From an optimization exercise on the open Yosys and OpenROAD flow, aimed at small area and a short achievable clock period; shortcuts taken in it are not production practice.
Power and IR drop assume default switching activity.

==> module adv_timer, before the edit <==
module adv_timer (
   input  logic        clk_i,
   input  logic        reset_i,
   input  logic        rst_dly_i,   
   input  logic [7:0]  presc_i,
   input  logic        saw_i,
   input  logic [15:0] start_i,
   input  logic [15:0] end_i,
   input  logic [15:0] comp0_i,
   input  logic [2:0]  op0_i,
   input  logic [15:0] comp1_i,
   input  logic [2:0]  op1_i,
   input  logic [3:0]  cmd_i,       
   output logic [15:0] count_nxt_o,
   output logic        end_o,
   output logic [1:0]  pwm_o
);
   logic cmd_start, cmd_stop, cmd_rst, cmd_update;
   assign {cmd_update, cmd_rst, cmd_stop, cmd_start} = cmd_i;
   logic [7:0]  a_presc;
   logic        a_saw;
   logic [15:0] a_start, a_end, a_comp0, a_comp1;
   logic [2:0]  a_op0, a_op1;
   logic        a_load;
   assign a_load = cmd_update || rst_dly_i;
   always_ff @(posedge clk_i) begin
      if (a_load) begin
         a_presc <= presc_i;
         a_saw   <= saw_i;
         a_start <= start_i;
         a_end   <= end_i;
         a_comp0 <= comp0_i;
         a_op0   <= op0_i;
         a_comp1 <= comp1_i;
         a_op1   <= op1_i;
      end
   end
   logic [7:0] a_presc_nxt;
   assign a_presc_nxt = a_load ? presc_i : a_presc;
   logic run_q, run_nxt;
   assign run_nxt = !reset_i && !cmd_stop && (cmd_start || run_q);
   always_ff @(posedge clk_i) run_q <= run_nxt;
   logic [7:0]  presc_q, presc_inc;
   logic        tick_q;
   logic [15:0] count_q;
   logic        dir_q, step_q, end_q;
   logic [7:0]  presc_nxt;
   logic        tick_nxt;
   assign presc_inc = presc_q + {7'd0, run_q};
   assign presc_nxt = (rst_dly_i || cmd_rst || (run_q && tick_q)) ? 8'd0 : presc_inc;
   assign tick_nxt  = run_nxt && (presc_nxt >= a_presc_nxt);
   always_ff @(posedge clk_i) begin
      presc_q <= presc_nxt;
      tick_q  <= tick_nxt;
   end
   logic        a_saw_nxt;
   logic        at_end, down_q;
   assign a_saw_nxt = a_load ? saw_i : a_saw;
   assign at_end    = (count_q == a_end);
   logic [15:0] dstep, pm_mask, cnt_pm, cnt_base, tgt, x;
   logic        pm_at_tgt, wrap;
   logic        dir_nxt, end_nxt;
   assign dstep = count_q ^ {16{down_q}};    
   assign tgt   = down_q ? a_start : a_end;
   assign x     = count_q ^ tgt;
   always_comb begin
      pm_mask[0] = tick_q;   
      for (int i = 1; i < 16; i++) pm_mask[i] = pm_mask[i-1] && dstep[i-1];
      pm_at_tgt = x[0];
      for (int i = 1; i < 16; i++) pm_at_tgt = pm_at_tgt && (x[i] == (x[i-1] && dstep[i-1]));
   end
   assign cnt_pm = count_q ^ pm_mask;    
   assign wrap   = !down_q && at_end;
   assign cnt_base    = cnt_pm;
   assign count_nxt_o = rst_dly_i ? 16'd0 :
                        (cmd_rst || (tick_q && wrap)) ? a_start : cnt_base;
   always_comb begin
      dir_nxt = dir_q;
      if (rst_dly_i || cmd_rst) dir_nxt = 1'b0;
      else if (tick_q) begin
         if (a_saw)       dir_nxt = 1'b0;
         else if (!dir_q) dir_nxt = !at_end && pm_at_tgt;
         else             dir_nxt = !pm_at_tgt;
      end
   end
   assign end_nxt = !reset_i && !cmd_rst && tick_q && (down_q ? pm_at_tgt : at_end);
   always_ff @(posedge clk_i) begin
      count_q  <= count_nxt_o;
      dir_q    <= dir_nxt;
      down_q   <= dir_nxt && !a_saw_nxt;
      step_q   <= !reset_i && !cmd_rst && tick_q;
      end_q    <= end_nxt;
   end
   assign end_o = end_q;
   timer_compare u_cmp0 (
      .clk_i   (clk_i),
      .reset_i (reset_i),
      .step_i  (step_q),
      .end_i   (end_q),
      .count_i (count_q),
      .comp_i  (a_comp0),
      .op_i    (a_op0),
      .pwm_o   (pwm_o[0])
   );
   timer_compare u_cmp1 (
      .clk_i   (clk_i),
      .reset_i (reset_i),
      .step_i  (step_q),
      .end_i   (end_q),
      .count_i (count_q),
      .comp_i  (a_comp1),
      .op_i    (a_op1),
      .pwm_o   (pwm_o[1])
   );
endmodule
Settings: LEC_CHECK=0, CAP_MARGIN=20, CORE_MARGIN=2, CORE_UTILIZATION=60, CTS_CLUSTER_DIAMETER=100, CTS_CLUSTER_SIZE=25, SETUP_SLACK_MARGIN=4.4, SLEW_MARGIN=20; clock period 7.0 ns.
run.sh (not shown) runs the stock make flow with config.mk's settings and CLKGATE_MAP_FILE= SYNTH_SCRIPT=/design/flow/synth_recipe.tcl, a recipe that flattens the netlist after the stock synthesis.
Then changed:
--- a/flow/design.v
+++ b/flow/design.v
@@ -128,54 +128,57 @@
    logic        tick_q;
    logic [15:0] count_q;
    logic        dir_q, step_q, end_q;
    logic [7:0]  presc_nxt;
    logic        tick_nxt;
-   assign presc_inc = presc_q + {7'd0, run_q};
-   assign presc_nxt = (rst_dly_i || cmd_rst || (run_q && tick_q)) ? 8'd0 : presc_inc;
+   assign presc_inc = presc_q + 8'd1;
+   assign presc_nxt = (rst_dly_i || cmd_rst || (run_q && tick_q)) ? 8'd0 :
+                      run_q ? presc_inc : presc_q;
    assign tick_nxt  = run_nxt && (presc_nxt >= a_presc_nxt);
    always_ff @(posedge clk_i) begin
       presc_q <= presc_nxt;
       tick_q  <= tick_nxt;
    end
-   logic        a_saw_nxt;
-   logic        at_end, down_q;
+   logic        down, a_saw_nxt;
    assign a_saw_nxt = a_load ? saw_i : a_saw;
-   assign at_end    = (count_q == a_end);
    logic [15:0] dstep, pm_mask, cnt_pm, cnt_base, tgt, x;
-   logic        pm_at_tgt, wrap;
+   logic        at_tgt, pm_at_tgt, at_end, inc_at_end, dec_at_start, wrap;
    logic        dir_nxt, end_nxt;
-   assign dstep = count_q ^ {16{down_q}};    
-   assign tgt   = down_q ? a_start : a_end;
+   assign dstep = count_q ^ {16{down}};    
+   assign tgt   = down ? a_start : a_end;
    assign x     = count_q ^ tgt;
    always_comb begin
-      pm_mask[0] = tick_q;   
+      pm_mask[0] = 1'b1;
       for (int i = 1; i < 16; i++) pm_mask[i] = pm_mask[i-1] && dstep[i-1];
       pm_at_tgt = x[0];
       for (int i = 1; i < 16; i++) pm_at_tgt = pm_at_tgt && (x[i] == (x[i-1] && dstep[i-1]));
    end
-   assign cnt_pm = count_q ^ pm_mask;    
-   assign wrap   = !down_q && at_end;
-   assign cnt_base    = cnt_pm;
+   assign at_tgt       = (x == 16'd0);
+   assign cnt_pm       = count_q ^ pm_mask;    
+   assign at_end       = at_tgt;               
+   assign inc_at_end   = pm_at_tgt;
+   assign dec_at_start = pm_at_tgt;            
+   assign wrap         = !down && at_tgt;
+   assign cnt_base    = tick_q ? cnt_pm : count_q;
    assign count_nxt_o = rst_dly_i ? 16'd0 :
                         (cmd_rst || (tick_q && wrap)) ? a_start : cnt_base;
    always_comb begin
       dir_nxt = dir_q;
       if (rst_dly_i || cmd_rst) dir_nxt = 1'b0;
       else if (tick_q) begin
          if (a_saw)       dir_nxt = 1'b0;
-         else if (!dir_q) dir_nxt = !at_end && pm_at_tgt;
-         else             dir_nxt = !pm_at_tgt;
+         else if (!dir_q) dir_nxt = !at_end && inc_at_end;
+         else             dir_nxt = !dec_at_start;
       end
    end
-   assign end_nxt = !reset_i && !cmd_rst && tick_q && (down_q ? pm_at_tgt : at_end);
+   assign end_nxt = !reset_i && !cmd_rst && tick_q && (down ? dec_at_start : at_end);
    always_ff @(posedge clk_i) begin
-      count_q  <= count_nxt_o;
-      dir_q    <= dir_nxt;
-      down_q   <= dir_nxt && !a_saw_nxt;
-      step_q   <= !reset_i && !cmd_rst && tick_q;
-      end_q    <= end_nxt;
+      count_q <= count_nxt_o;
+      dir_q   <= dir_nxt;
+      down    <= dir_nxt && !a_saw_nxt;  
+      step_q  <= !reset_i && !cmd_rst && tick_q;
+      end_q   <= end_nxt;
    end
    assign end_o = end_q;
    timer_compare u_cmp0 (
       .clk_i   (clk_i),
       .reset_i (reset_i),
Setup slack got worse by 0.11 ns.
Global-route usage went up by 1.0 points.
Design area went up by 1.8%.
Utilization went up by 1.3 points.
Die area is about the same.
Maximum frequency went down by 3.5%.
Total power went up by 0.59%.
First-iteration DRC count went up by 8.4%.
Via count went up by 0.95%.
Sequential share of layout area went down by 1.1 points.
Register-to-register slack got worse by 0.04 ns.
Critical path depth does not change.
No run of this note included a check of the RTL's function; only the layout flow was run.

==> separate check: timing with driven ports <==
No port has a modelled driver above. Below, the same layouts with a new extraction and two added sets of constraints. Step 1, drivers: a clkbuf_16 drives clk_i and a buf_2 each remaining input, both assumed. Step 2 moves the port delays by t, midway between the first and last clock arrival at a register: inputs arrive t later, outputs are due t later. That takes back most of the time a late clock gives input paths. a / b / c = no drivers / after step 1 / after step 2; a / b = the first two.
run	t, ns	setup WS [ns]	worst setup path after step 2	clock arrival spread, ns	worst data-port slew with drivers (ns)
the first run	0.676	3.880 / 3.880 / 3.321	input to register	0.039 / 0.039	0.06
the second run	0.695	3.767 / 3.786 / 3.092	input to register	0.031 / 0.031	0.07
After both steps every run listed still meets setup and hold. For the second run, which loses most, drivers alone change the setup slack by +0.019 ns; drivers and shift together by -0.675 ns.
